Context: an optimization exercise on an open-source flow, tuned for small area, a short achievable clock period and few clock cycles per item. The choices shown serve that exercise and are no tape-out recipe. At most, simulation tests tie the RTL to the original design; equivalence was not proved. The RTL of runs 2 and 3 was laid out without a check of its function. No activity file was given, so power comes from the tool's default toggle rates.

File: run.sh
#!/bin/bash
# synth_recipe.tcl (not shown) runs the flow's synth.tcl, then flattens the netlist and writes it again
# the make line also repeats each setting of config.mk as NAME=value (left out here)
make -C /OpenROAD-flow-scripts/flow DESIGN_CONFIG=/design/flow/config.mk WORK_HOME=/design/flow/orfs CLKGATE_MAP_FILE= SYNTH_SCRIPT=/design/flow/synth_recipe.tcl finish
File: config.mk
export PLATFORM = sky130hd
export DESIGN_NAME = line_fill_engine
export DESIGN_NICKNAME = line_fill_engine
export VERILOG_FILES = /design/flow/design.v
export SDC_FILE = /design/flow/constraint.sdc
export NUM_CORES = 4
export LEC_CHECK = 0
export CAP_MARGIN = 20
export CORE_MARGIN = 2
export CORE_UTILIZATION = 40
export SLEW_MARGIN = 20
File: constraint.sdc
create_clock -name core_clock -period 4.2 [get_ports {clk}]
set_input_delay 0.8400 -clock core_clock [delete_from_list [all_inputs] [get_ports {clk}]]
set_output_delay 0.8400 -clock core_clock [all_outputs]
set_load 0.01 [all_outputs]
File: design.v
module lfe_line_buffer #(
    parameter int LINE_BITS     = 512,
    parameter int WORD_BITS     = 32,
    parameter int BEAT_IDX_BITS = 4
) (
    input  logic                 clk,
    input  logic                 rst_n,
    input  logic                 wr_en,
    input  logic [WORD_BITS-1:0] wr_word,
    output logic                 wr_last,    
    output logic [LINE_BITS-1:0] line
);
    localparam int BEATS = LINE_BITS / WORD_BITS;
    logic [BEAT_IDX_BITS-1:0]        wr_idx;
    logic                            empty;      
    logic [BEATS-1:0][WORD_BITS-1:0] words_n;
    assign wr_last = wr_en && (wr_idx == BEAT_IDX_BITS'(BEATS-1));
    always_ff @(posedge clk or negedge rst_n) begin
        if (!rst_n) begin
            wr_idx  <= '0;
            empty   <= 1'b1;
        end else if (wr_en) begin
            wr_idx  <= wr_idx + BEAT_IDX_BITS'(1);
            empty   <= 1'b0;
        end
    end
    for (genvar k = 0; k < BEATS; k++) begin : g_word
        always_ff @(posedge clk) begin
            if (wr_en && wr_idx == BEAT_IDX_BITS'(k))
                words_n[k] <= ~wr_word;
        end
    end
    assign line = ~(words_n | {LINE_BITS{empty}});
endmodule
module line_fill_engine #(
    parameter int LINE_BITS = 512,
    parameter int WORD_BITS = 32,
    parameter int ADDR_BITS = 32
) (
    input  logic                 clk,
    input  logic                 rst_n,
    input  logic                 req_valid,
    output logic                 req_ready,
    input  logic                 req_write,
    input  logic [ADDR_BITS-1:0] req_addr,
    input  logic [LINE_BITS-1:0] req_wdata,
    output logic                 resp_valid,
    output logic [LINE_BITS-1:0] resp_rdata,
    output logic                 mem_valid,
    input  logic                 mem_ready,
    output logic                 mem_we,
    output logic [ADDR_BITS-1:0] mem_addr,
    output logic [WORD_BITS-1:0] mem_wdata,
    input  logic                 mem_rvalid,
    input  logic [WORD_BITS-1:0] mem_rdata
);
    localparam int OFFSET_BITS   = 6;
    localparam int BEATS         = LINE_BITS / WORD_BITS;
    localparam int BEAT_IDX_BITS = 4;
    localparam int LBASE_BITS    = ADDR_BITS - OFFSET_BITS;
    localparam int QP_BITS       = 3;    
    logic                     src_v, src_wr;
    logic [LBASE_BITS-1:0]    src_base;
    logic [BEAT_IDX_BITS-1:0] src_cnt;               
    logic [BEATS-1:0][WORD_BITS-1:0] wbuf;           
    logic                     d_v, d_we, d_last;
    logic [LBASE_BITS-1:0]    d_base;
    logic [BEAT_IDX_BITS-1:0] d_idx;
    logic [WORD_BITS-1:0]     d_data;
    logic [3:0]               q_wr;                  
    logic [QP_BITS-1:0]       q_hd, q_tl;
    logic [QP_BITS-1:0]       n_un;                  
    logic [2:0]               n_uw;                  
    logic [2:0]               n_cw, n_cf;            
    logic [LINE_BITS-1:0]     line;
    logic accept, pop, src_ok, byp_ok, src_ld, byp_ld, fill_ok, n_old_le1;
    logic wb_done, fill_done, resp_wb;
    logic unused_addr_bits;
    assign unused_addr_bits = ^req_addr[OFFSET_BITS-1:0];
    assign req_ready = !src_v && (n_un != QP_BITS'(4));
    assign accept    = req_valid && req_ready;
    assign pop       = !d_v || mem_ready;
    assign n_old_le1 = src_v ? (n_un <= QP_BITS'(2)) : (n_un <= QP_BITS'(1));
    assign fill_ok   = (n_uw == 3'd0) || n_old_le1;
    assign src_ok = src_v && (src_wr || src_cnt != '0 || fill_ok);
    assign byp_ok = !src_v && accept && (req_write || fill_ok);
    assign src_ld = pop && src_ok;
    assign byp_ld = pop && byp_ok;
    always_ff @(posedge clk or negedge rst_n) begin
        if (!rst_n) begin
            src_v   <= 1'b0;
            src_cnt <= '0;
        end else if (accept) begin
            src_v   <= 1'b1;
            src_cnt <= byp_ld ? BEAT_IDX_BITS'(1) : '0;
        end else if (src_ld) begin
            src_cnt <= src_cnt + BEAT_IDX_BITS'(1);
            if (src_cnt == BEAT_IDX_BITS'(BEATS-1)) src_v <= 1'b0;
        end
    end
    always_ff @(posedge clk) begin
        if (accept) begin
            src_wr   <= req_write;
            src_base <= req_addr[ADDR_BITS-1:OFFSET_BITS];
            wbuf     <= req_wdata;
        end
    end
    always_ff @(posedge clk or negedge rst_n) begin
        if (!rst_n)
            d_v <= 1'b0;
        else if (pop)
            d_v <= src_ok || byp_ok;
    end
    always_ff @(posedge clk) begin
        if (src_ld) begin
            d_we   <= src_wr;
            d_base <= src_base;
            d_idx  <= src_cnt;
            d_last <= (src_cnt == BEAT_IDX_BITS'(BEATS-1));
            d_data <= wbuf[src_cnt];
        end else if (byp_ld) begin
            d_we   <= req_write;
            d_base <= req_addr[ADDR_BITS-1:OFFSET_BITS];
            d_idx  <= '0;
            d_last <= 1'b0;
            d_data <= req_wdata[WORD_BITS-1:0];
        end
    end
    assign mem_valid = d_v;
    assign mem_we    = d_we;
    assign mem_addr  = {d_base, d_idx, 2'b00};
    assign mem_wdata = d_data;
    assign wb_done    = d_v && d_we && d_last && mem_ready;
    assign resp_wb    = q_wr[q_hd[1:0]];
    assign resp_valid = (n_un != '0) && (resp_wb ? (n_cw != '0) : (n_cf != '0));
    assign n_un       = q_tl - q_hd;
    always_ff @(posedge clk) begin
        if (accept) q_wr[q_tl[1:0]] <= req_write;
    end
    always_ff @(posedge clk or negedge rst_n) begin
        if (!rst_n) begin
            q_hd <= '0;
            q_tl <= '0;
            n_uw <= '0;
            n_cw <= '0;
            n_cf <= '0;
        end else begin
            if (accept) q_tl <= q_tl + QP_BITS'(1);
            if (resp_valid) q_hd <= q_hd + QP_BITS'(1);
            n_uw <= n_uw + 3'(accept && req_write) - 3'(resp_valid && resp_wb);
            n_cw <= n_cw + 3'(wb_done) - 3'(resp_valid && resp_wb);
            n_cf <= n_cf + 3'(fill_done) - 3'(resp_valid && !resp_wb);
        end
    end
    lfe_line_buffer u_line (
        .clk     (clk),
        .rst_n   (rst_n),
        .wr_en   (mem_rvalid),
        .wr_word (mem_rdata),
        .wr_last (fill_done),
        .line    (line)
    );
    assign resp_rdata = line;
endmodule
==> flow_summary_export.csv, run 1 <==
group,metric,value,unit
critical_path,crit_required,3.36,ns
clock_tree,clockRootBuffer,"clkbuf_16",
detailed_routing,drt_first_pass_iters,7,
detailed_routing,viasPerCell,5.14,
power,peakVddDrop,545,uV
die,die_h,328,um
clock_tree,cts_buffer_depth,3,
sta,slew_viol_final,0,
critical_path,slowest_delay,0.51,ns
synthesis,yosys_register_bits,1145,
detailed_routing,num_vias,25500,
critical_path,crit_top_cell,"inv_2",
clock_tree,clkLatencyLatePin,0.70,ns
global_route,antenna_found_initial,63,
critical_path,critPathKind,"reg -> out",
die,fp-row-count,119,
status,outcome,"no timing/DRC/antenna violations",
critical_path,cp_top_family,"simple AND/OR/NAND/NOR gates",
detailed_routing,drt-wirelength-per-cell,29.1,um
sta,maxClockFrequency,247,MHz
sta,period_minus_slack,4.05,ns
clock_tree,clk_pin_slew,0.06,ns
synthesis,synthCells,2237,
detailed_routing,wl,145000,um
sta,finalSetupTns,0,ns
critical_path,start_kind,"flip-flop",
synthesis,synth.largest_area_cell,"edfxtp_1",
global_route,grtUsageTotal,26.0,%
place,hpwl,107000,um
detailed_routing,postRouteAntennaNets,0,
flow_run,cap_viol_max_count,0,
die,die_area,0.108,mm^2
global_route,first_global_vias,25800,
layout,area_delta_synth_final,41.7,%
layout,drive_gt1_share,12.7,%
sta,worst_slew_pin_slew,1.08,ns
sta,hold_viol,0,
die,die_width,328,um
synthesis,synth_common_cells,"edfxtp_1 (1119), nor2_1 (528), mux4_2 (129), clkbuf_1 (88), a22oi_1 (64)",
global_route,grt_max_degree,122,
critical_path,cp_data_arrival_time,3.21,ns
die,io_pins,1162,
sta,max_slew_margin,28.0,%
clock_tree,cts_buffers,116,
layout,nFillCells,8100,
detailed_routing,drc_errors,0,
critical_path,cp_slowest_cell,"clkdlybuf4s50_1",
detailed_routing,drtIter0Drc,2311,
synthesis,synth_cell_types,47,
power,power,0.0349,W
sta,skew,0.0212,ns
clock_tree,cts_tree,"built",
die,core_area,0.105,mm^2
sta,rsz0062_at_grt,"no",
critical_path,worstPathCellList,"inv_2 > ha_4 > inv_2 > fa_2 > nor2b_1 > nor2b_2 > or2_4 > inv_1 > clkdlybuf4s50_1",
worst_hold_path,holdCritPathClass,"reg -> reg",
synthesis,synth_enable_flop_cells,1119,
synthesis,syn_avg_cell_area,18.8,um^2
sta,setup_viol,0,
clock_tree,clkSinkCount,1145,
place,gp_congestion,0.865,
critical_path,crit_buf_inv,4,
synthesis,postSynth.asyncResetShare,2.27,%
critical_path,cp-end-kind,"primary output",
place,placed_area,0.0556,mm^2
place,portBuffers,1153,
global_route,grt_pass1_wl,196000,um
power,power_density,585,mW/mm^2
synthesis,yosys_most_used_dff,"edfxtp_1",
synthesis,synth_most_common_cell,"edfxtp_1",
power,p_leak,20.5,nW
synthesis,synth_top_area_share,79.8,%
critical_path,cp_max_fo,6,
layout,nets,4049,
global_route,grt.overflow.total,0,
synthesis,netlist_area,0.0421,mm^2
layout,final_area,0.0597,mm^2
synthesis,yosysWarnings,2,
synthesis,seq_area_frac_synth,81.3,%
synthesis,synthTopCellsByArea,"edfxtp_1 (80%), mux4_2 (6.9%), nor2_1 (4.7%)",
clock_tree,ctsHtreeMaxLevel,3,
die,initial_utilization,40.2,%
sta,period_share,96.4,%
[timing repair]
action / 4_1_cts / 5_1_grt
hold buffers: 0 / 0
endpoints found under the setup margin: 1 / 0
buffers inserted: 0 / 0
resized for setup: 1 / 0
endpoints found under the hold margin: 0 / 0
[power breakdown]
part	switching, W	internal (W)
clock	0.00439	0.00638
combinational	0.00467	0.00414
sequential	0.000684	0.0147
[metrics by stage]
step | worst slack (ns) | util [%] | instances | hold WS, ns
6_report | 0.153 | 56.9 | 4961 | 0.479
2_1_floorplan | -0.101 | - | 2238 | 0.446
3_3_place_gp | 0.829 | 53.1 | 4718 | 0.469
3_5_place_dp | 0.784 | 53.1 | 4718 | 0.471
4_1_cts | 0.0646 | 56.9 | 4935 | 0.484
5_1_grt | 0.0167 | 56.9 | 4953 | 0.498
[registers in the layout, indices dropped and copies added, names as in the netlist, 4 cells and up]
name and flops:
d_idx 4, q_wr 4, wbuf 512, d_data 32, src_cnt 4, u_line.wr_idx 4, src_base 26, d_base 26
u_line.words_n 512
[metal layers]
layer  vias to the layer above  part of all wire [%]  global-route usage [%]  routed length [um]
li1                      10900                     -                       -                   -
met1                     13100                    35                    29.0               50800
met2                      1182                    53                    47.1               77000
met3                       282                   7.3                    6.74               10500
met4                        36                   4.2                    10.7                6010
met5                         -                  0.16                       0                 233
[final cells by class]
class | count | area [um^2] | share of cell area (%)
diodes | 26 | 65.1 | 0.109
clock buffers | 140 | 3080 | 5.16
clock inverters | 77 | 906 | 1.52
inverters | 57 | 214 | 0.359
multi-input cells | 922 | 7270 | 12.2
flip-flops and latches | 1145 | 34300 | 57.4
well taps | 1391 | 1740 | 2.92
repair buffers | 1203 | 12100 | 20.3
[placed cells by master (no fill, tap or decap), types with 4 or more instances in the layout]
master,count
nor3_2,4
nor2_1,516
clkbuf_1,19
o21ai_0,4
bufinv_16,19
nor2_4,12
clkinvlp_4,10
buf_12,17
xor2_1,4
clkdlybuf4s50_1,1153
clkbuf_16,119
buf_4,33
clkinv_2,20
nand4_1,4
clkinv_1,21
mux2_4,9
edfxtp_1,1119
diode_2,26
nand2_1,40
nand3_1,5
mux2_2,51
dfrtp_1,23
nand2b_1,7
inv_1,54
ha_1,17
a22oi_1,64
xnor2_1,10
mux4_2,129
[final timing paths]
path / start / to / slack (ns) / cells past startpoint
max in group asynchronous: rst_n / u_line.empty / 3.34 / 2
hold reg to reg: q_tl[2] / q_tl[2] / 0.48 / 1
min in group asynchronous: rst_n / src_cnt[0] / 0.54 / 2
setup / recovery: q_tl[0] / resp_valid / 0.15 / 9
hold / removal: q_tl[2] / q_tl[2] / 0.48 / 1
setup reg to reg: q_tl[0] / d_base[8] / 0.82 / 8
[cells by family (layout without fill, tap and decap cells)]
group | after synthesis | count (layout) | synth area share (%)
other | 1 | 28 | 0.00890
adders and majority gates | 22 | 22 | 0.725
DFF | 1145 | 1145 | 81.3
and+or+nand+nor | 612 | 612 | 5.69
buffers and inverters | 171 | 1477 | 1.83
xor gates and xnor gates | 15 | 15 | 0.348
AOI/OAI and AO/OA | 80 | 80 | 1.43
muxes | 191 | 191 | 8.63
Testbench counts, summed over its fixed seeds: cycles 58,737, items 3,200.
==> run 2: changes to the inputs <==
--- a/design.v
+++ b/design.v
@@ -60,4 +60,4 @@
     localparam int LBASE_BITS    = ADDR_BITS - OFFSET_BITS;
-    localparam int QP_BITS       = 3;    
-    logic                     src_v, src_wr;
+    localparam int QDEPTH        = 4;    
+    logic                     src_v, src_v_nxt, src_wr;
     logic [LBASE_BITS-1:0]    src_base;
@@ -69,16 +69,18 @@
     logic [WORD_BITS-1:0]     d_data;
-    logic [3:0]               q_wr;                  
-    logic [QP_BITS-1:0]       q_hd, q_tl;
-    logic [QP_BITS-1:0]       n_un;                  
+    logic [QDEPTH-1:0]        q_wr;                  
+    logic [1:0]               q_hd, q_tl, q_hd_nxt;
+    logic [2:0]               n_un, n_un_nxt;        
     logic [2:0]               n_uw;                  
     logic [2:0]               n_cw, n_cf;            
+    logic [2:0]               n_cw_nxt, n_cf_nxt;
+    logic                     resp_q, rdy_q;
     logic [LINE_BITS-1:0]     line;
     logic accept, pop, src_ok, byp_ok, src_ld, byp_ld, fill_ok, n_old_le1;
-    logic wb_done, fill_done, resp_wb;
+    logic wb_done, fill_done, resp_wb, head_wb_nxt;
     logic unused_addr_bits;
     assign unused_addr_bits = ^req_addr[OFFSET_BITS-1:0];
-    assign req_ready = !src_v && (n_un != QP_BITS'(4));
-    assign accept    = req_valid && req_ready;
+    assign req_ready = rdy_q;
+    assign accept    = req_valid && rdy_q;
     assign pop       = !d_v || mem_ready;
-    assign n_old_le1 = src_v ? (n_un <= QP_BITS'(2)) : (n_un <= QP_BITS'(1));
+    assign n_old_le1 = src_v ? (n_un <= 3'd2) : (n_un <= 3'd1);
     assign fill_ok   = (n_uw == 3'd0) || n_old_le1;
@@ -88,2 +90,9 @@
     assign byp_ld = pop && byp_ok;
+    always_comb begin
+        src_v_nxt = src_v;
+        if (accept)
+            src_v_nxt = 1'b1;
+        else if (src_ld && src_cnt == BEAT_IDX_BITS'(BEATS-1))
+            src_v_nxt = 1'b0;
+    end
     always_ff @(posedge clk or negedge rst_n) begin
@@ -92,8 +101,8 @@
             src_cnt <= '0;
-        end else if (accept) begin
-            src_v   <= 1'b1;
-            src_cnt <= byp_ld ? BEAT_IDX_BITS'(1) : '0;
-        end else if (src_ld) begin
-            src_cnt <= src_cnt + BEAT_IDX_BITS'(1);
-            if (src_cnt == BEAT_IDX_BITS'(BEATS-1)) src_v <= 1'b0;
+        end else begin
+            src_v <= src_v_nxt;
+            if (accept)
+                src_cnt <= byp_ld ? BEAT_IDX_BITS'(1) : '0;
+            else if (src_ld)
+                src_cnt <= src_cnt + BEAT_IDX_BITS'(1);
         end
@@ -101,3 +110,3 @@
     always_ff @(posedge clk) begin
-        if (accept) begin
+        if (!src_v) begin
             src_wr   <= req_write;
@@ -133,7 +142,11 @@
     assign wb_done    = d_v && d_we && d_last && mem_ready;
-    assign resp_wb    = q_wr[q_hd[1:0]];
-    assign resp_valid = (n_un != '0) && (resp_wb ? (n_cw != '0) : (n_cf != '0));
-    assign n_un       = q_tl - q_hd;
+    assign resp_wb    = q_wr[q_hd];
+    assign resp_valid = resp_q;
+    assign q_hd_nxt = q_hd + 2'(resp_q);
+    assign n_un_nxt = n_un + 3'(accept) - 3'(resp_q);
+    assign n_cw_nxt = n_cw + 3'(wb_done) - 3'(resp_q && resp_wb);
+    assign n_cf_nxt = n_cf + 3'(fill_done) - 3'(resp_q && !resp_wb);
+    assign head_wb_nxt = q_wr[q_hd_nxt];
     always_ff @(posedge clk) begin
-        if (accept) q_wr[q_tl[1:0]] <= req_write;
+        if (accept) q_wr[q_tl] <= req_write;
     end
@@ -141,13 +154,19 @@
         if (!rst_n) begin
-            q_hd <= '0;
-            q_tl <= '0;
-            n_uw <= '0;
-            n_cw <= '0;
-            n_cf <= '0;
+            q_hd   <= '0;
+            q_tl   <= '0;
+            n_un   <= '0;
+            n_uw   <= '0;
+            n_cw   <= '0;
+            n_cf   <= '0;
+            resp_q <= 1'b0;
+            rdy_q  <= 1'b0;
         end else begin
-            if (accept) q_tl <= q_tl + QP_BITS'(1);
-            if (resp_valid) q_hd <= q_hd + QP_BITS'(1);
-            n_uw <= n_uw + 3'(accept && req_write) - 3'(resp_valid && resp_wb);
-            n_cw <= n_cw + 3'(wb_done) - 3'(resp_valid && resp_wb);
-            n_cf <= n_cf + 3'(fill_done) - 3'(resp_valid && !resp_wb);
+            q_hd   <= q_hd_nxt;
+            q_tl   <= q_tl + 2'(accept);
+            n_un   <= n_un_nxt;
+            n_uw   <= n_uw + 3'(accept && req_write) - 3'(resp_q && resp_wb);
+            n_cw   <= n_cw_nxt;
+            n_cf   <= n_cf_nxt;
+            resp_q <= head_wb_nxt ? (n_cw_nxt != '0) : (n_cf_nxt != '0);
+            rdy_q  <= !src_v_nxt && (n_un_nxt != 3'(QDEPTH));
         end
==> flow/run.sh (new file) <==
#!/bin/bash
# Standard layout, with a plain buf_1 as each port's buffer.
set -euo pipefail
bash standard.sh "BUFFER_PORTS_ARGS=-buffer_cell sky130_fd_sc_hd__buf_1" finish > standard.log 2>&1
==> standard.sh (new file) <==
#!/bin/bash
# synth_recipe.tcl (not shown) runs the flow's synth.tcl, then flattens the netlist and writes it again
# the make line also repeats each setting of config.mk as NAME=value (left out here)
make -C /OpenROAD-flow-scripts/flow DESIGN_CONFIG=/design/flow/config.mk WORK_HOME=/design/flow/orfs CLKGATE_MAP_FILE= SYNTH_SCRIPT=/design/flow/synth_recipe.tcl "${@:-finish}"
--- a/config.mk
+++ b/config.mk
@@ -10,2 +10,3 @@
 export CORE_UTILIZATION = 40
+export SETUP_SLACK_MARGIN = 2.2
 export SLEW_MARGIN = 20
removed: run.sh
==> flow_summary_export.csv, run 2 <==
group,metric,value,unit
global_route,grt_pass1_wl,204000,um
power,switchingPower,0.0121,W
die,die_area,0.108,mm^2
detailed_routing,drtIter0Drc,2525,
sta,period_share,70.8,%
power,power_density,669,mW/mm^2
synthesis,yosys_most_used_dff,"edfxtp_1",
synthesis,yosysWarnings,2,
critical_path,critPathLaunch,"u_line.empty",
power,internal-power,0.0271,W
die,fp-row-count,119,
flow_run,cap_viol_max_count,0,
critical_path,crit_required,3.36,ns
worst_hold_path,holdCritPathClass,"in -> async",
power,p_leak,20.4,nW
clock_tree,clkLatencyLatePin,0.72,ns
critical_path,cp_data_arrival_time,2.14,ns
sta,max_slew_margin,24.6,%
sta,setup_viol,0,
critical_path,critPathKind,"reg -> out",
die,initial_utilization,40.2,%
synthesis,netlist_area,0.0421,mm^2
power,seqPwrFrac,42.4,%
place,hpwl,102000,um
synthesis,syn_avg_cell_area,18.8,um^2
synthesis,synth.largest_area_cell,"edfxtp_1",
status,outcome,"no timing/DRC/antenna violations",
critical_path,rr_worst_depth,10,
global_route,grt_max_degree,164,
detailed_routing,drt-wirelength-per-cell,30.6,um
global_route,first_global_vias,25900,
layout,instances_no_fill,5177,
layout,final_common_cell,"edfxtp_1",
clock_tree,cts_buffers,115,
layout,final_cell_mix,"edfxtp_1 (1119), buf_1 (886), nor2_1 (398)",
sta,maxClockFrequency,336,MHz
clock_tree,cts_buffer_depth,3,
global_route,antenna_found_initial,63,
detailed_routing,drc_errors,0,
layout,reg_top3,"u_line.words_n: 512 flops, wbuf: 512 flops, d_data: 32 flops",
detailed_routing,postRouteAntennaNets,0,
critical_path,r2r_setup_slack,1.63,ns
detailed_routing,num_vias,27500,
global_route,grt.busiest_layer,"met2",
sta,rsz0062_at_grt,"yes",
critical_path,reg2reg_to,"resp_q",
synthesis,synth_cell_types,41,
clock_tree,cts_tree,"built",
layout,nFillCells,8074,
layout,final_util,55.9,%
global_route,grt.overflow.total,0,
sta,whs,0.121,ns
layout,area_delta_synth_final,39.0,%
critical_path,r2r_start,"q_hd[0]",
synthesis,synth_most_common_cell,"edfxtp_1",
place,portBuffers,1153,
sta,skew,0.0439,ns
synthesis,synth_common_cells,"edfxtp_1 (1119), nor2_1 (531), mux4_2 (130), clkbuf_1 (84), a22oi_1 (64)",
detailed_routing,viasPerCell,5.32,
clock_tree,clockRootBuffer,"clkbuf_16",
die,die_width,329,um
detailed_routing,wl,158000,um
power,peakVddDrop,547,uV
layout,nets,4262,
layout,drive_gt1_share,30.0,%
global_route,gr-usage-met3,6.24,%
detailed_routing,drt_first_pass_iters,5,
power,clockPowerShare,25.6,%
critical_path,cp_max_fo,7,
sta,slew_viol_final,0,
synthesis,synth_top_area_share,79.8,%
clock_tree,clkSinkCount,1148,
global_route,met2_usage,47.7,%
power,p_sw_share,30.8,%
place,gp_congestion,0.874,
synthesis,seq_area_frac_synth,81.5,%
clock_tree,hold_buffers,0,
synthesis,postSynth.asyncResetShare,2.53,%
synthesis,yosys_register_bits,1148,
sta,worst_slew_pin_slew,1.13,ns
synthesis,synthTopCellsByArea,"edfxtp_1 (80%), mux4_2 (6.9%), nor2_1 (4.7%)",
synthesis,synthCells,2242,
die,die_h,329,um
global_route,met1_usage,31.7,%
synthesis,synth_enable_flop_cells,1119,
power,power_frac_comb,32.0,%
global_route,grtUsageTotal,27.5,%
clock_tree,clk_pin_slew,0.06,ns
critical_path,cp-end-kind,"primary output",
critical_path,start_kind,"flip-flop",
die,core_area,0.105,mm^2
sta,hold_viol,0,
die,io_pins,1162,
place,placedCellCount,4722,
clock_tree,ctsHtreeMaxLevel,3,
sta,period_minus_slack,2.98,ns
[run 2: cell types whose count changed after synthesis, moves of 3 or more]
cell / previous run / this run
a31oi_1: 0 / 3
buf_12: 3 / 0
inv_1: 57 / 62
ha_1: 18 / 22
clkbuf_1: 88 / 84
buf_1: 2 / 5
nor2_1: 528 / 531
buf_4: 7 / 3
dfrtp_1: 25 / 28
nand2b_1: 7 / 4
buf_2: 9 / 13
[run 2: worst max-delay path by stage]
| stage | cells past startpoint | to |
|---|---|---|
| floorplan | 1 | src_base[0] |
| global placement | 12 | resp_q |
| detailed placement | 12 | resp_q |
| CTS | 5 | resp_rdata[241] |
| global route | 6 | resp_rdata[236] |
| finish | 6 | resp_rdata[305] |
[run 2: kinds of logic (layout without fill, tap and decap cells)]
| family | count (synthesis) | count (layout) | share of synthesized area, % |
|---|---|---|---|
| compound gates | 79 | 79 | 1.35 |
| xor+xnor | 13 | 13 | 0.270 |
| fa+ha+maj | 26 | 26 | 0.843 |
| buf+inv | 176 | 1672 | 1.82 |
| flops | 1148 | 1148 | 81.5 |
| mux | 189 | 189 | 8.60 |
| other cells | 1 | 40 | 0.00890 |
| simple gates | 610 | 619 | 5.63 |
[run 2: per-layer routing]
metal | part of all wire, % | routed length, um
met5 | 0.11 | 172
met4 | 6.3 | 10000
met3 | 8.1 | 12800
met2 | 51 | 81200
met1 | 34 | 54000
[run 2: worst max-delay path, cell delays in order, from the launching register on]
cell and delay, ns:
dfstp_4 0.65, buf_12 0.14, buf_12 0.13, buf_12 0.12, buf_16 0.15, nor2_1 0.06
buf_2 0.16
[run 2: stage by stage]
stage | instance area, um^2 | setup TNS (ns) | power, W | setup WS [ns]
6_report | 58500 | 0 | 0.0392 | 1.22
5_1_grt | 58500 | 0 | 0.0405 | 1.17
4_1_cts | 56400 | 0 | 0.0384 | 1.19
3_5_place_dp | 48400 | 0 | 0.0254 | 1.21
3_3_place_gp | 48400 | 0 | 0.0253 | 1.21
2_1_floorplan | 42300 | -2871.93 | 0.0212 | -4.75
[run 2: timing repair]
item | in CTS | in global routing
cloned | 54 | 17
pin swaps | 133 | 105
gates resized for setup | 601 | 467
setup buffers | 109 | 25
endpoints found under the setup margin | 1361 | 1044
[run 2: layout make-up]
cell class	count	area (um^2)	area share, %
diodes	38	95.1	0.162
clock buffers	141	3020	5.15
clock inverters	70	587	1.00
inverters	62	244	0.417
multi-input cells	928	8710	14.9
flip-flops and latches	1148	34300	58.7
well taps	1391	1740	2.97
repair buffers	1399	9810	16.8
[run 2: power by group through the flow]
stage	Combinational (W)	Sequential, W	Clock (W)
global placement	0.00851	0.0167	0
CTS	0.0118	0.0165	0.0101
floorplan	0.00500	0.0162	0
detailed placement	0.00858	0.0168	0
finish	0.0125	0.0166	0.0100
global route	0.0132	0.0168	0.0105
==> run 3: changes to the inputs <==
--- a/design.v
+++ b/design.v
@@ -14,12 +14,15 @@
     logic [BEAT_IDX_BITS-1:0]        wr_idx;
-    logic                            empty;      
-    logic [BEATS-1:0][WORD_BITS-1:0] words_n;
+    logic                            clear;      
+    logic [WORD_BITS-1:0]            wr_data;
+    logic [BEATS-1:0][WORD_BITS-1:0] words;
     assign wr_last = wr_en && (wr_idx == BEAT_IDX_BITS'(BEATS-1));
+    assign wr_data = clear ? '0 : wr_word;
     always_ff @(posedge clk or negedge rst_n) begin
         if (!rst_n) begin
-            wr_idx  <= '0;
-            empty   <= 1'b1;
-        end else if (wr_en) begin
-            wr_idx  <= wr_idx + BEAT_IDX_BITS'(1);
-            empty   <= 1'b0;
+            wr_idx <= '0;
+            clear  <= 1'b1;
+        end else begin
+            clear  <= 1'b0;
+            if (wr_en)
+                wr_idx <= wr_idx + BEAT_IDX_BITS'(1);
         end
@@ -28,7 +31,7 @@
         always_ff @(posedge clk) begin
-            if (wr_en && wr_idx == BEAT_IDX_BITS'(k))
-                words_n[k] <= ~wr_word;
+            if (clear || (wr_en && wr_idx == BEAT_IDX_BITS'(k)))
+                words[k] <= wr_data;
         end
     end
-    assign line = ~(words_n | {LINE_BITS{empty}});
+    assign line = words;
 endmodule
@@ -70,9 +73,15 @@
     logic [QDEPTH-1:0]        q_wr;                  
-    logic [1:0]               q_hd, q_tl, q_hd_nxt;
-    logic [2:0]               n_un, n_un_nxt;        
-    logic [2:0]               n_uw;                  
-    logic [2:0]               n_cw, n_cf;            
-    logic [2:0]               n_cw_nxt, n_cf_nxt;
+    logic [1:0]               q_hd, q_tl;
+    logic [QDEPTH-1:0]        t_un, t_un_nxt;        
+    logic [QDEPTH-1:0]        t_uw;                  
+    logic [QDEPTH-1:0]        t_cw, t_cf;            
+    logic [QDEPTH-1:0]        t_cw_nxt, t_cf_nxt;
     logic                     resp_q, rdy_q;
     logic [LINE_BITS-1:0]     line;
+    function automatic logic [QDEPTH-1:0] therm(input logic [QDEPTH-1:0] t,
+                                                input logic inc, input logic dec);
+        therm = t;
+        if (inc && !dec) therm = {t[QDEPTH-2:0], 1'b1};
+        if (dec && !inc) therm = {1'b0, t[QDEPTH-1:1]};
+    endfunction
     logic accept, pop, src_ok, byp_ok, src_ld, byp_ld, fill_ok, n_old_le1;
@@ -84,4 +93,4 @@
     assign pop       = !d_v || mem_ready;
-    assign n_old_le1 = src_v ? (n_un <= 3'd2) : (n_un <= 3'd1);
-    assign fill_ok   = (n_uw == 3'd0) || n_old_le1;
+    assign n_old_le1 = src_v ? !t_un[2] : !t_un[1];
+    assign fill_ok   = !t_uw[0] || n_old_le1;
     assign src_ok = src_v && (src_wr || src_cnt != '0 || fill_ok);
@@ -144,7 +153,6 @@
     assign resp_valid = resp_q;
-    assign q_hd_nxt = q_hd + 2'(resp_q);
-    assign n_un_nxt = n_un + 3'(accept) - 3'(resp_q);
-    assign n_cw_nxt = n_cw + 3'(wb_done) - 3'(resp_q && resp_wb);
-    assign n_cf_nxt = n_cf + 3'(fill_done) - 3'(resp_q && !resp_wb);
-    assign head_wb_nxt = q_wr[q_hd_nxt];
+    assign t_un_nxt = therm(t_un, accept, resp_q);
+    assign t_cw_nxt = therm(t_cw, wb_done, resp_q && resp_wb);
+    assign t_cf_nxt = therm(t_cf, fill_done, resp_q && !resp_wb);
+    assign head_wb_nxt = resp_q ? q_wr[q_hd + 2'd1] : q_wr[q_hd];
     always_ff @(posedge clk) begin
@@ -156,6 +164,6 @@
             q_tl   <= '0;
-            n_un   <= '0;
-            n_uw   <= '0;
-            n_cw   <= '0;
-            n_cf   <= '0;
+            t_un   <= '0;
+            t_uw   <= '0;
+            t_cw   <= '0;
+            t_cf   <= '0;
             resp_q <= 1'b0;
@@ -163,10 +171,10 @@
         end else begin
-            q_hd   <= q_hd_nxt;
+            q_hd   <= q_hd + 2'(resp_q);
             q_tl   <= q_tl + 2'(accept);
-            n_un   <= n_un_nxt;
-            n_uw   <= n_uw + 3'(accept && req_write) - 3'(resp_q && resp_wb);
-            n_cw   <= n_cw_nxt;
-            n_cf   <= n_cf_nxt;
-            resp_q <= head_wb_nxt ? (n_cw_nxt != '0) : (n_cf_nxt != '0);
-            rdy_q  <= !src_v_nxt && (n_un_nxt != 3'(QDEPTH));
+            t_un   <= t_un_nxt;
+            t_uw   <= therm(t_uw, accept && req_write, resp_q && resp_wb);
+            t_cw   <= t_cw_nxt;
+            t_cf   <= t_cf_nxt;
+            resp_q <= head_wb_nxt ? t_cw_nxt[0] : t_cf_nxt[0];
+            rdy_q  <= !src_v_nxt && !t_un_nxt[QDEPTH-1];
         end
--- a/config.mk
+++ b/config.mk
@@ -10,3 +10,3 @@
 export CORE_UTILIZATION = 40
-export SETUP_SLACK_MARGIN = 2.2
+export SETUP_SLACK_MARGIN = 2.4
 export SLEW_MARGIN = 20
==> flow_summary_export.csv, run 3 <==
group,metric,value,unit
status,outcome,"no timing/DRC/antenna violations",
sta,maxClockFrequency,447,MHz
sta,rsz0062_at_grt,"yes",
global_route,grtUsageTotal,27.0,%
layout,nets,3719,
die,io_pins,1162,
global_route,grt_max_degree,85,
synthesis,synth_mux_area_share,9.68,%
worst_hold_path,holdCritPathClass,"in -> async",
layout,multi_input_area,0.00691,mm^2
power,power,0.0357,W
critical_path,rr_worst_depth,10,
synthesis,synth_compound_area_share,1.60,%
power,peakVddDrop,430,uV
sta,worst_slew_pin_slew,0.898,ns
detailed_routing,drtIter0Drc,2622,
synthesis,synth_top_area_share,83.2,%
layout,nFillCells,7812,
place,placedCellCount,4153,
sta,setup_viol,0,
place,placed_area,0.0469,mm^2
layout,final_cell_mix,"edfxtp_1 (1119), buf_1 (615), clkbuf_2 (284)",
sta,hold_viol,0,
clock_tree,clockRootBuffer,"clkbuf_16",
critical_path,reg2reg_to,"d_base[17]",
place,hpwl,97100,um
die,core_area,0.100,mm^2
synthesis,seq_area_frac_synth,85.2,%
power,internal-power,0.0251,W
layout,reg_top3,"u_line.words: 512 flops, wbuf: 512 flops, d_data: 32 flops",
place,portBuffers,1153,
power,p_leak,19.9,nW
synthesis,yosysWarnings,2,
critical_path,r2r_setup_slack,1.96,ns
power,p_sw_share,29.6,%
layout,drive_gt1_share,37.7,%
detailed_routing,drc_errors,0,
power,power_density,649,mW/mm^2
clock_tree,clkSinkCount,1152,
global_route,grt_pass1_wl,191000,um
die,initial_utilization,40.3,%
detailed_routing,wl,146000,um
layout,area_delta_synth_final,36.0,%
synthesis,synthTopCellsByArea,"edfxtp_1 (83%), mux4_2 (7.1%), dfrtp_1 (2.0%)",
clock_tree,clkLatencyLatePin,0.71,ns
synthesis,synth.largest_area_cell,"edfxtp_1",
critical_path,slowest_delay,0.50,ns
layout,final_area,0.0550,mm^2
synthesis,synth_most_common_cell,"edfxtp_1",
synthesis,synth_xor_area_share,0.130,%
power,seqPwrFrac,43.6,%
power,power_frac_comb,29.1,%
detailed_routing,drt_first_pass_iters,5,
detailed_routing,drt-wirelength-per-cell,32.1,um
synthesis,synth_enable_flop_cells,1119,
detailed_routing,postRouteAntennaNets,0,
critical_path,r2r_start,"src_cnt[0]",
flow_run,cap_viol_max_count,0,
critical_path,cp_max_fo,8,
synthesis,synthCells,1719,
critical_path,critPathKind,"reg -> reg",
critical_path,crit_required,4.67,ns
critical_path,cp-end-kind,"flip-flop",
die,fp-row-count,116,
synthesis,synth-adder-area-share,0.588,%
sta,period_share,53.3,%
layout,instances_no_fill,4550,
global_route,grt.overflow.total,0,
synthesis,syn_avg_cell_area,23.5,um^2
critical_path,endpoint,"d_base[17]",
synthesis,yosys_most_used_dff,"edfxtp_1",
sta,slew_viol_final,0,
global_route,first_global_vias,23800,
critical_path,cp_data_arrival_time,2.71,ns
detailed_routing,num_vias,24400,
layout,regArea,0.0345,mm^2
synthesis,postSynth.asyncResetShare,2.86,%
critical_path,cp_slowest_cell,"dfrtp_4",
power,switchingPower,0.0106,W
sta,skew,0.0335,ns
layout,final_common_cell,"edfxtp_1",
power,clockPowerShare,27.3,%
synthesis,yosys_register_bits,1152,
synthesis,netlist_area,0.0404,mm^2
critical_path,crit_top_cell,"buf_12",
place,gp_congestion,0.887,
global_route,antenna_found_initial,64,
synthesis,synth_common_cells,"edfxtp_1 (1119), mux4_2 (128), mux2i_1 (70), nand2_1 (61)",
clock_tree,cts_tree,"built",
critical_path,start_kind,"flip-flop",
sta,max_slew_margin,39.9,%
die,die_area,0.104,mm^2
critical_path,worstPathCellList,"buf_12 > clkinv_8 > ha_4 > inv_4 > o311ai_4 > buf_6 > buf_12 > buf_12 > buf_16 > mux2_4",
clock_tree,ctsHtreeMaxLevel,3,
sta,finalSetupTns,0,ns
synthesis,synthSimpleGateAreaFrac,1.77,%
die,die_h,322,um
clock_tree,cts_buffer_depth,3,
synthesis,synth_cell_types,44,
die,die_width,322,um
clock_tree,cts_buffers,113,
detailed_routing,viasPerCell,5.36,
critical_path,critPathLaunch,"src_cnt[0]",
sta,period_minus_slack,2.24,ns
synthesis,synth_top_family_by_area,"multiplexers",
clock_tree,clk_pin_slew,0.06,ns
## run 3: cell types whose count changed in the layout (fill, tap and decap cells not counted), sizes merged, moves of 16 or more
cell	previous run	this run
nor2b	4	34
mux2	58	29
inv	68	25
o221ai	0	34
a22oi	64	1
a21o	0	17
mux2i	1	70
clkbuf	206	424
buf	1331	1040
nand2	44	63
o21ai	5	21
nor2	537	17
## run 3: how the worst min path moves through the flow
| stage | endpoint | slack, ns | cells past startpoint |
|---|---|---|---|
| 2_1_floorplan | t_uw[3] | 0.45 | 2 |
| 3_3_place_gp | t_uw[3] | 0.46 | 2 |
| 3_5_place_dp | t_un[0] | 0.49 | 2 |
| 4_1_cts | src_cnt[2] | 0.21 | 1 |
| 5_1_grt | wbuf[372] | 0.26 | 1 |
| 6_report | src_cnt[2] | 0.24 | 1 |
## run 3: routing by layer
layer / wire length (um) / part of all wire (%) / vias to the layer above / global-route usage [%]
li1: - / - / 9950 / -
met1: 50300 / 34 / 12600 / 31.2
met2: 77000 / 53 / 1486 / 47.4
met3: 12400 / 8.5 / 279 / 6.76
met4: 6330 / 4.3 / 30 / 11.6
met5: 218 / 0.15 / - / 0
## run 3: cell type report
cell class                 count  area share (%)
tap                         1298            2.96
timing repair buffer        1329            15.0
multi-input combinational    500            12.6
clock buffer                 137            5.31
antenna                       37           0.168
inverter                      21           0.189
sequential                  1152            62.7
timing repair inverter         1         0.00911
clock inverter                75            1.13
## run 3: cell families after synthesis
group	Yosys count
other	1
xor gates and xnor gates	6
buffers and inverters	84
adders and majority gates	19
AOI/OAI and AO/OA	88
DFF	1152
muxes	227
and+or+nand+nor	142
## run 3: stage by stage
stage | hold WS (ns) | utilization (%) | setup slack (ns)
after floorplan | 0.450 | - | -5.56
after CTS | 0.207 | 53.6 | 1.93
after global placement | 0.465 | 46.8 | 1.16
after global routing | 0.260 | 54.8 | 1.94
final | 0.245 | 54.9 | 1.96
after detailed placement | 0.485 | 46.8 | 1.09
## run 3: power by group through the flow
| stage | combinational, W | clock [W] | sequential, W |
|---|---|---|---|
| 2_1_floorplan | 0.00437 | 0 | 0.0164 |
| 3_3_place_gp | 0.00683 | 0 | 0.0157 |
| 3_5_place_dp | 0.00693 | 0 | 0.0158 |
| 4_1_cts | 0.00970 | 0.00986 | 0.0155 |
| 5_1_grt | 0.0109 | 0.0103 | 0.0157 |
| 6_report | 0.0104 | 0.00974 | 0.0155 |
## run 3: what timing repair did
| item | 4_1_cts | 5_1_grt |
|---|---|---|
| resized for setup | 546 | 412 |
| endpoints found under the setup margin | 2144 | 1124 |
| setup buffers | 69 | 29 |
| pin swaps | 45 | 25 |
| gates cloned | 44 | 6 |
| hold buffers | 0 | 0 |
## run 3: critical path, delay by kind of cell (launching register included)
kind	cells	cell delay, ns
buffers and inverters	7	0.78
adders and majority gates	1	0.13
DFF	1	0.50
AOI/OAI and AO/OA	1	0.27
muxes	1	0.31
==> run 4: changes to the inputs <==
--- a/design.v
+++ b/design.v
@@ -67,2 +67,4 @@
     logic [BEAT_IDX_BITS-1:0] src_cnt;               
+    logic [BEATS-1:0]         src_sel;               
+    logic [WORD_BITS-1:0]     src_word, ld_word;
     logic [BEATS-1:0][WORD_BITS-1:0] wbuf;           
@@ -103,3 +105,3 @@
             src_v_nxt = 1'b1;
-        else if (src_ld && src_cnt == BEAT_IDX_BITS'(BEATS-1))
+        else if (src_ld && src_sel[BEATS-1])
             src_v_nxt = 1'b0;
@@ -110,10 +112,20 @@
             src_cnt <= '0;
+            src_sel <= BEATS'(1);
         end else begin
             src_v <= src_v_nxt;
-            if (accept)
+            if (accept) begin
                 src_cnt <= byp_ld ? BEAT_IDX_BITS'(1) : '0;
-            else if (src_ld)
+                src_sel <= byp_ld ? BEATS'(2) : BEATS'(1);
+            end else if (src_ld) begin
                 src_cnt <= src_cnt + BEAT_IDX_BITS'(1);
-        end
-    end
+                src_sel <= {src_sel[BEATS-2:0], src_sel[BEATS-1]};
+            end
+        end
+    end
+    always_comb begin
+        src_word = '0;
+        for (int k = 0; k < BEATS; k++)
+            src_word = src_word | (wbuf[k] & {WORD_BITS{src_sel[k]}});
+    end
+    assign ld_word = src_v ? src_word : req_wdata[WORD_BITS-1:0];
     always_ff @(posedge clk) begin
@@ -136,4 +148,3 @@
             d_idx  <= src_cnt;
-            d_last <= (src_cnt == BEAT_IDX_BITS'(BEATS-1));
-            d_data <= wbuf[src_cnt];
+            d_last <= src_sel[BEATS-1];
         end else if (byp_ld) begin
@@ -143,4 +154,5 @@
             d_last <= 1'b0;
-            d_data <= req_wdata[WORD_BITS-1:0];
-        end
+        end
+        if (src_ld || byp_ld)
+            d_data <= ld_word;
     end
--- a/config.mk
+++ b/config.mk
@@ -9,4 +9,6 @@
 export CORE_MARGIN = 2
-export CORE_UTILIZATION = 40
-export SETUP_SLACK_MARGIN = 2.4
+export CORE_UTILIZATION = 38
+export CTS_CLUSTER_DIAMETER = 80
+export CTS_CLUSTER_SIZE = 30
+export SETUP_SLACK_MARGIN = 2.0
 export SLEW_MARGIN = 20
==> flow_summary_export.csv, run 4 <==
group,metric,value,unit
detailed_routing,wl,143000,um
layout,area_delta_synth_final,21.9,%
die,core_area,0.105,mm^2
synthesis,synthTopCellsByArea,"edfxtp_1 (84%), dfrtp_1 (2.9%), a22o_1 (2.1%)",
critical_path,critPathKind,"reg -> out",
critical_path,cp-end-kind,"primary output",
detailed_routing,num_vias,24200,
die,die_width,329,um
die,io_pins,1162,
clock_tree,clkLatencyLatePin,0.70,ns
sta,worst_slew_pin_slew,1.17,ns
clock_tree,cts_tree,"built",
sta,period_minus_slack,2.25,ns
global_route,antenna_found_initial,48,
power,peakVddDrop,380,uV
power,switchingPower,0.0101,W
status,outcome,"no timing/DRC/antenna violations",
synthesis,synth_enable_flop_cells,1119,
layout,final_util,46.5,%
power,power_density,630,mW/mm^2
die,initial_utilization,38.2,%
global_route,grt.overflow.total,0,
sta,rsz0062_at_grt,"yes",
critical_path,cp_data_arrival_time,1.41,ns
clock_tree,clk_pin_slew,0.11,ns
power,power,0.0308,W
detailed_routing,drtIter0Drc,2563,
die,die_h,329,um
detailed_routing,drt_first_pass_iters,5,
global_route,grtUsageTotal,25.4,%
flow_run,cap_viol_max_count,0,
clock_tree,cts_buffer_depth,3,
critical_path,cp_top_family,"flip-flops",
critical_path,crit_required,3.36,ns
sta,period_share,53.6,%
detailed_routing,drt-wirelength-per-cell,31.5,um
synthesis,seq_area_frac_synth,87.0,%
critical_path,crit_buf_inv,1,
detailed_routing,drc_errors,0,
power,p_leak,16.1,nW
clock_tree,clkSinkCount,1168,
die,die_area,0.108,mm^2
power,p_sw_share,32.8,%
clock_tree,cts_buffers,50,
global_route,grt_max_degree,170,
place,portBuffers,1153,
synthesis,synthCells,1883,
place,gp_congestion,0.906,
detailed_routing,viasPerCell,5.30,
synthesis,synth_most_common_cell,"edfxtp_1",
synthesis,synth_top_area_share,83.9,%
synthesis,yosysWarnings,2,
power,clockPowerShare,20.1,%
synthesis,postSynth.asyncResetShare,4.20,%
layout,nets,3708,
global_route,grt_pass1_wl,186000,um
critical_path,slowest_delay,0.53,ns
critical_path,worstPathCellList,"buf_1",
sta,skew,0.0599,ns
layout,drive_gt1_share,9.31,%
sta,slew_viol_final,0,
detailed_routing,postRouteAntennaNets,0,
worst_hold_path,holdCritPathClass,"in -> async",
sta,setup_viol,0,
synthesis,synth.largest_area_cell,"edfxtp_1",
critical_path,cp_slowest_cell,"edfxtp_1",
sta,hold_viol,0,
synthesis,netlist_area,0.0401,mm^2
synthesis,yosys_register_bits,1168,
die,fp-row-count,119,
synthesis,synth_common_cells,"edfxtp_1 (1119), a22o_1 (97), a221oi_1 (96), a22oi_1 (67), nand2_1 (48)",
sta,finalSetupTns,0,ns
place,hpwl,105000,um
power,power_frac_comb,25.0,%
global_route,first_global_vias,22600,
synthesis,synth_cell_types,53,
critical_path,cp_max_fo,1,
synthesis,syn_avg_cell_area,21.3,um^2
sta,maxClockFrequency,444,MHz
clock_tree,ctsHtreeMaxLevel,2,
sta,max_slew_margin,21.4,%
layout,reg_top3,"u_line.words: 512 flops, wbuf: 512 flops, d_data: 32 flops",
clock_tree,clockRootBuffer,"clkbuf_16",
power,seqPwrFrac,54.9,%
layout,final_cell_mix,"buf_1 (1129), edfxtp_1 (1119), a22o_1 (97)",
layout,final_common_cell,"buf_1",
power,internal-power,0.0207,W
synthesis,yosys_most_used_dff,"edfxtp_1",
critical_path,start_kind,"flip-flop",
==> run 4: cell count changes after synthesis, sizes merged, moves of 28 or more <==
cell	previous run	this run
mux4	128	0
a22o	0	97
a221oi	0	96
a22oi	1	67
mux2i	70	19
and3	3	36
a41oi	0	32
o221ai	34	2
nor2	17	47
clkbuf	16	44
==> run 4: path summary, 6_finish.rpt <==
| check | from | to | depth (start not counted) | slack [ns] |
|---|---|---|---|---|
| worst min register to register | t_uw[3] | t_uw[3] | 2 | 0.49 |
| max in group asynchronous | rst_n | u_line.clear | 2 | 3.06 |
| worst min-delay path | rst_n | src_sel[3] | 1 | 0.23 |
| min in group core_clock | req_wdata[288] | wbuf[288] | 1 | 0.30 |
| worst max-delay path | d_data[16] | mem_wdata[16] | 1 | 1.95 |
| worst max register to register | src_sel[8] | d_data[28] | 4 | 2.01 |
==> run 4: logic make-up (layout without fill, tap and decap cells) <==
logic type	count (synthesis)	count (layout)	share of synthesized area [%]
flops	1168	1168	87.0
compound gates	349	349	7.09
simple gates	193	195	2.56
buf+inv	100	1351	1.18
mux	47	47	1.49
fa+ha+maj	19	19	0.593
xor+xnor	6	6	0.131
other cells	1	31	0.00936
==> run 4: power groups by stage <==
stage          clock network [W]  registers (W)  logic (W)
3_3_place_gp                   0         0.0172    0.00713
4_1_cts                  0.00627         0.0170    0.00750
2_1_floorplan                  0         0.0169    0.00362
3_5_place_dp                   0         0.0173    0.00719
6_report                 0.00618         0.0169    0.00768
5_1_grt                  0.00666         0.0170    0.00821
==> run 4: cell type report <==
class / instances / area, um^2
clock buffers: 67 / 1400
clock inverters: 16 / 246
repair buffers: 1250 / 5350
inverters: 18 / 71.3
diodes: 28 / 70.1
multi-input cells: 619 / 5070
fillers: 9205 / 56100
flip-flops and latches: 1168 / 34900
well taps: 1391 / 1740
==> run 4: metal layers <==
layer  routed length (um)  track usage, %
met4                 5300            8.94
met5                   93               0
met3                12000            5.57
met1                51600            30.5
met2                74400            44.8
==> run 4: per-stage QoR <==
step / instances / instance area (um^2) / worst slack (ns) / hold WS, ns
finish: 4557 / 48800 / 1.95 / 0.228
global route: 4554 / 48800 / 1.88 / 0.254
CTS: 4521 / 48600 / 1.90 / 0.219
detailed placement: 4420 / 46600 / 1.16 / 0.475
global placement: 4420 / 46600 / 1.19 / 0.464
floorplan: 1885 / 40100 / -6.02 / 0.449
==> run 4: worst reg2reg max path: stages (launching register included) <==
cell and delay, ns:
dfrtp_2 0.60, buf_4 0.33, a221oi_1 0.47, and3_1 0.29
a41oi_1 0.14
==> run 4: repair_timing <==
item / CTS / global route
pin swaps: 3 / 1
hold buffers: 0 / 0
setup buffers: 16 / 7
gates cloned: 2 / 1
gates resized for setup: 48 / 19
endpoints found under the setup margin: 860 / 261
Testbench counts of run 4, summed over its fixed seeds: cycles 58,695, items 3,200.
==> run 5: changes to the inputs <==
==> flow/run.sh (replaced) <==
#!/bin/bash
# Standard layout, with a plain buf_1 as each port's buffer and the pins one
# routing track apart (so the die need not grow to fit them).
set -euo pipefail
bash standard.sh \
  "BUFFER_PORTS_ARGS=-buffer_cell sky130_fd_sc_hd__buf_1" \
  "PLACE_PINS_ARGS=-min_distance 1 -min_distance_in_tracks" \
  finish > standard.log 2>&1
--- a/config.mk
+++ b/config.mk
@@ -9,6 +9,6 @@
 export CORE_MARGIN = 2
-export CORE_UTILIZATION = 38
+export CORE_UTILIZATION = 65
 export CTS_CLUSTER_DIAMETER = 80
 export CTS_CLUSTER_SIZE = 30
-export SETUP_SLACK_MARGIN = 2.0
+export SETUP_SLACK_MARGIN = 2.2
 export SLEW_MARGIN = 20
==> flow_summary_export.csv, run 5 <==
group,metric,value,unit
worst_hold_path,holdCritPathClass,"in -> async",
layout,final_common_cell,"edfxtp_1",
global_route,grt_max_degree,167,
clock_tree,clkSinkCount,1168,
synthesis,yosys_register_bits,1168,
sta,hold_viol,0,
critical_path,cp_top_family,"flip-flops",
sta,slew_viol_final,0,
global_route,grt.busiest_layer,"met2",
synthesis,synth.largest_area_cell,"edfxtp_1",
clock_tree,cts_buffer_depth,3,
synthesis,seq_area_frac_synth,87.0,%
sta,period_minus_slack,2.09,ns
layout,reg_top3,"u_line.words: 512 flops, wbuf: 512 flops, d_data: 32 flops",
die,die_h,252,um
sta,worst_slew_pin_slew,1.08,ns
layout,area_delta_synth_final,23.7,%
synthesis,netlist_area,0.0401,mm^2
critical_path,critPathKind,"reg -> out",
critical_path,cp_slowest_cell,"edfxtp_1",
sta,rsz0062_at_grt,"yes",
critical_path,cp_data_arrival_time,1.25,ns
power,peakVddDrop,766,uV
detailed_routing,drtIter0Drc,3161,
clock_tree,hold_buffers,0,
critical_path,critPathLaunch,"u_line.words[49]",
synthesis,synth_cell_types,53,
global_route,grtUsageTotal,38.0,%
critical_path,crit_required,3.36,ns
synthesis,synthCells,1883,
sta,finalWorstSetupSlack,2.11,ns
sta,setup_viol,0,
global_route,met2_usage,57.8,%
synthesis,synthTopCellsByArea,"edfxtp_1 (84%), dfrtp_1 (2.9%), a22o_1 (2.1%)",
critical_path,start_kind,"flip-flop",
detailed_routing,postRouteAntennaNets,0,
flow_run,cap_viol_max_count,0,
global_route,first_global_vias,23700,
place,hpwl,85100,um
place,portBuffers,1153,
die,die_width,252,um
global_route,gr-usage-met3,18.0,%
synthesis,postSynth.asyncResetShare,4.20,%
detailed_routing,drc_errors,0,
layout,drive_gt1_share,26.2,%
clock_tree,cts_tree,"built",
synthesis,syn_avg_cell_area,21.3,um^2
layout,nFillCells,3317,
die,fp-row-count,91,
place,gp_congestion,0.937,
die,die_area,0.0636,mm^2
detailed_routing,viasPerCell,6.25,
die,io_pins,1162,
clock_tree,clockRootBuffer,"clkbuf_16",
sta,skew,0.0224,ns
synthesis,synth_top_area_share,83.9,%
clock_tree,ctsHtreeMaxLevel,2,
synthesis,synth_enable_flop_cells,1119,
critical_path,slowest_delay,0.45,ns
sta,max_slew_margin,27.7,%
status,outcome,"no timing/DRC/antenna violations",
detailed_routing,drt-wirelength-per-cell,31.5,um
layout,nets,3713,
synthesis,yosysWarnings,2,
critical_path,r2r_start,"src_sel[12]",
synthesis,yosys_most_used_dff,"edfxtp_1",
global_route,antenna_found_initial,106,
layout,final_cell_mix,"edfxtp_1 (1119), buf_1 (607), clkbuf_2 (218)",
power,p_leak,17.8,nW
detailed_routing,drt_first_pass_iters,8,
critical_path,cp-end-kind,"primary output",
critical_path,r2r_setup_slack,2.13,ns
clock_tree,clkLatencyLatePin,0.63,ns
global_route,grt_pass1_wl,167000,um
detailed_routing,wl,126000,um
synthesis,synth_common_cells,"edfxtp_1 (1119), a22o_1 (97), a221oi_1 (96), a22oi_1 (67), nand2_1 (48)",
sta,period_share,49.8,%
global_route,met1_usage,44.2,%
die,core_area,0.0614,mm^2
power,power_density,615,mW/mm^2
clock_tree,cts_buffers,46,
critical_path,crit_buf_inv,1,
critical_path,worstPathCellList,"buf_1",
critical_path,cp_max_fo,1,
place,place_ws,1.11,ns
global_route,grt.overflow.total,0,
layout,final_util,80.7,%
detailed_routing,num_vias,25100,
sta,maxClockFrequency,479,MHz
clock_tree,clk_pin_slew,0.12,ns
synthesis,synth_most_common_cell,"edfxtp_1",
die,initial_utilization,65.3,%
[run 5: changes by cell type in the layout (fill, tap and decap cells not counted), sizes merged, moves of 2 or more]
cell / before / now
diode: 28 / 85
clkbuf: 77 / 286
buf: 1240 / 1035
clkinv: 12 / 5
inv: 20 / 18
nand2: 51 / 54
[run 5: final cells by class]
type | count | area, um^2 | share of cell area [%]
antenna | 85 | 213 | 0.429
clock buffer | 68 | 1250 | 2.53
clock inverter | 7 | 118 | 0.237
inverter | 18 | 71.3 | 0.144
multi-input combinational | 624 | 5270 | 10.6
sequential | 1168 | 34900 | 70.4
tap | 790 | 988 | 2.00
timing repair buffer | 1253 | 6740 | 13.6
timing repair inverter | 1 | 5.00 | 0.0101
[run 5: final timing paths]
kind,end,cells past startpoint
max,resp_rdata[49],1
min,src_sel[9],2
min in group core_clock,wbuf[196],1
min reg2reg,t_uw[3],2
max in group asynchronous,src_sel[4],2
max reg2reg,d_data[25],5
[run 5: through the flow]
stage                     hold slack [ns]  setup TNS (ns)  std cells  power, W  cell area (um^2)
after floorplan                     0.449        -3014.72       1885    0.0205             40100
after CTS                           0.315               0       3914    0.0299             48400
final                               0.323               0       4014    0.0305             49500
after global routing                0.350               0       3988    0.0314             49500
after global placement              0.463               0       3797    0.0236             45500
after detailed placement            0.489               0       3797    0.0239             45600
[run 5: logic make-up after synthesis]
| family | count (synthesis) | synth area share (%) |
|---|---|---|
| DFF | 1168 | 87.0 |
| AOI/OAI and AO/OA | 349 | 7.09 |
| muxes | 47 | 1.49 |
| adders and majority gates | 19 | 0.593 |
| xor gates and xnor gates | 6 | 0.131 |
| buffers and inverters | 100 | 1.18 |
| other | 1 | 0.00936 |
| and+or+nand+nor | 193 | 2.56 |
[run 5: power by group]
part | leakage [nW] | switching, W | internal, W
registers | 11.5 | 0.00120 | 0.0156
logic | 5.66 | 0.00508 | 0.00302
clock network | 0.658 | 0.00333 | 0.00220
total | 17.8 | 0.00961 | 0.0209
[run 5: repair_timing]
item                                     CTS  global route
resized for setup                        492           375
cloned                                     8             1
endpoints found under the setup margin  1660          1163
setup buffers                             34            14
pin swaps                                  9             3
[run 5: routing by layer]
layer	vias up	wire length (um)	share of wire [%]
li1	10200	-	-
met1	12400	39800	31
met2	1984	58300	46
met3	473	19000	15
met4	58	8920	7.1
met5	-	370	0.29
==> run 6: changes to the inputs <==
--- a/config.mk
+++ b/config.mk
@@ -12,3 +12,3 @@
 export CTS_CLUSTER_SIZE = 30
-export SETUP_SLACK_MARGIN = 2.2
+export SETUP_SLACK_MARGIN = 2.1
 export SLEW_MARGIN = 20
==> flow_summary_export.csv, run 6 <==
group,metric,value,unit
status,outcome,"no timing/DRC/antenna violations",
layout,final_cell_mix,"edfxtp_1 (1119), buf_1 (1090), a22o_1 (97)",
die,die_h,252,um
critical_path,crit_buf_inv,1,
detailed_routing,drc_errors,0,
critical_path,start_kind,"flip-flop",
power,peakVddDrop,513,uV
detailed_routing,viasPerCell,6.18,
clock_tree,hold_buffers,0,
layout,multi_input_area,0.00514,mm^2
synthesis,synth_cell_types,53,
clock_tree,clockRootBuffer,"clkbuf_16",
critical_path,crit_required,4.46,ns
synthesis,yosys_most_used_dff,"edfxtp_1",
sta,hold_viol,0,
synthesis,seq_area_frac_synth,87.0,%
detailed_routing,num_vias,24600,
sta,setup_viol,0,
global_route,grtUsageTotal,37.4,%
sta,period_share,52.9,%
synthesis,synth.largest_area_cell,"edfxtp_1",
sta,rsz0062_at_grt,"yes",
synthesis,synthCells,1883,
global_route,first_global_vias,23400,
flow_run,cap_viol_max_count,0,
place,placed_area,0.0456,mm^2
synthesis,netlist_area,0.0401,mm^2
layout,regArea,0.0349,mm^2
layout,nets,3684,
layout,instances_no_fill,3982,
detailed_routing,wl,123000,um
synthesis,yosys_register_bits,1168,
layout,nFillCells,3592,
clock_tree,clkSinkCount,1168,
power,power_density,621,mW/mm^2
sta,maxClockFrequency,450,MHz
layout,area_delta_synth_final,19.2,%
clock_tree,cts_tree,"built",
layout,drive_gt1_share,9.42,%
critical_path,cp_data_arrival_time,2.48,ns
detailed_routing,postRouteAntennaNets,0,
synthesis,synthTopCellsByArea,"edfxtp_1 (84%), dfrtp_1 (2.9%), a22o_1 (2.1%)",
synthesis,yosysWarnings,2,
critical_path,cp-end-kind,"flip-flop",
synthesis,postSynth.asyncResetShare,4.20,%
layout,reg_top3,"u_line.words: 512 flops, wbuf: 512 flops, d_data: 32 flops",
sta,slew_viol_final,0,
die,fp-row-count,91,
detailed_routing,drt_first_pass_iters,8,
die,die_width,252,um
critical_path,worstPathCellList,"buf_4 > nor2b_1",
layout,final_area,0.0478,mm^2
global_route,antenna_found_initial,104,
synthesis,synth_enable_flop_cells,1119,
place,gp_congestion,0.937,
critical_path,critPathKind,"reg -> reg",
critical_path,cp_slowest_cell,"nor2b_1",
critical_path,cp_top_family,"simple AND/OR/NAND/NOR gates",
sta,max_slew_margin,23.4,%
place,hpwl,85100,um
global_route,grt_max_degree,167,
worst_hold_path,holdCritPathClass,"in -> async",
clock_tree,cts_buffers,46,
sta,worst_slew_pin_slew,1.15,ns
layout,final_common_cell,"edfxtp_1",
power,p_leak,15.9,nW
synthesis,synth_common_cells,"edfxtp_1 (1119), a22o_1 (97), a221oi_1 (96), a22oi_1 (67), nand2_1 (48)",
synthesis,synth_most_common_cell,"edfxtp_1",
sta,period_minus_slack,2.22,ns
critical_path,cp_max_fo,32,
place,portBuffers,1153,
die,core_area,0.0614,mm^2
clock_tree,cts_buffer_depth,3,
sta,skew,0.0246,ns
clock_tree,clkLatencyLatePin,0.64,ns
die,initial_utilization,65.3,%
critical_path,slowest_delay,0.91,ns
place,placedCellCount,3797,
clock_tree,ctsHtreeMaxLevel,2,
die,io_pins,1162,
synthesis,synth_top_area_share,83.9,%
detailed_routing,drtIter0Drc,3144,
detailed_routing,drt-wirelength-per-cell,30.9,um
global_route,grt.overflow.total,0,
global_route,grt_pass1_wl,165000,um
clock_tree,clk_pin_slew,0.12,ns
synthesis,syn_avg_cell_area,21.3,um^2
die,die_area,0.0636,mm^2
run 6: cell counts after synthesis:
Identical to the previous run, type by type.
run 6: final timing paths:
kind                                from           endpoint  slack [ns]  depth (start not counted)
max                         u_line.clear  u_line.words[100]        1.98                          2
min                                rst_n        src_sel[11]        0.29                          2
max reg2reg                 u_line.clear  u_line.words[100]        1.98                          2
min reg2reg                      t_uw[3]            t_uw[3]        0.51                          2
max in group asynchronous          rst_n              src_v        3.39                          2
min in group core_clock    req_wdata[82]           wbuf[82]        0.36                          1
run 6: cell type report:
type / instances / area share, %
multi-input combinational: 622 / 10.8
sequential: 1168 / 73.0
clock inverter: 7 / 0.246
timing repair inverter: 1 / 0.0105
timing repair buffer: 1226 / 10.7
antenna: 82 / 0.430
tap: 790 / 2.07
clock buffer: 68 / 2.63
inverter: 18 / 0.149
run 6: kinds of logic after synthesis:
| family | after synthesis | synth area share, % |
|---|---|---|
| compound gates | 349 | 7.09 |
| mux | 47 | 1.49 |
| fa+ha+maj | 19 | 0.593 |
| simple gates | 193 | 2.56 |
| other cells | 1 | 0.00936 |
| buf+inv | 100 | 1.18 |
| flops | 1168 | 87.0 |
| xor+xnor | 6 | 0.131 |
run 6: repair_timing:
action / CTS / global route
setup endpoints to repair: 1020 / 551
pin swaps: 8 / 2
gates cloned: 6 / 1
resized for setup: 69 / 52
buffers inserted: 15 / 6
run 6: stage by stage:
step	setup WS (ns)	hold WS (ns)	power (W)	utilization [%]	setup TNS [ns]
floorplan	-6.02	0.449	0.0205	-	-3014.72
global placement	1.15	0.463	0.0236	74.2	0
detailed placement	1.11	0.489	0.0239	74.2	0
CTS	2.08	0.315	0.0294	77.1	0
global route	1.93	0.347	0.0306	77.7	0
finish	1.98	0.294	0.0296	77.8	0
run 6: where the power goes:
group	internal [W]	switching [W]	total, W
combinational	0.00245	0.00479	0.00723
sequential	0.0156	0.00128	0.0169
clock	0.00220	0.00331	0.00551
run 6: worst register-to-register path: stages, from the launching register on:
cell     delay [ns]
dfstp_4        0.61
buf_4          0.29
nor2b_1        0.94
run 6: per-layer routing:
layer	track usage, %	wire length (um)	vias up
met2	56.5	56400	1938
li1	-	-	10100
met4	22.0	8540	60
met3	18.2	18900	440
met5	0	393	-
met1	43.6	38800	12000

[what the ideal ports hide]
The results above use ideal ports. As a check the final layouts listed here were re-extracted and re-timed, cells and wires unchanged. Step 1, drivers: a clkbuf_16 drives clk and a buf_2 each remaining input, both assumed. Step 2 moves the port delays by t, midway between the first and last clock arrival at a register: inputs arrive t later, outputs are due t later. That takes back most of the time a late clock gives input paths. Three values: ideal, step 1, step 2; two values: the first two.
run	shift t [ns]	slack for setup (ns)	worst setup path at the end	pins driven straight from the clock port
run 1	0.754	0.153 / 0.085 / 0.819	register to register	1
run 2	0.771	1.225 / 1.158 / 1.130	input to register	1
run 3	0.770	1.961 / 1.898 / 1.590	input to register	1
run 4	0.740	1.949 / 1.877 / 1.370	input to register	1
run 5	0.686	2.110 / 2.046 / 1.711	input to register	1
run 6	0.688	1.978 / 1.978 / 1.583	input to register	1
After both steps every run listed still meets setup and hold. For run 4, which loses most, drivers alone change the setup slack by -0.072 ns; drivers and shift together by -0.579 ns.
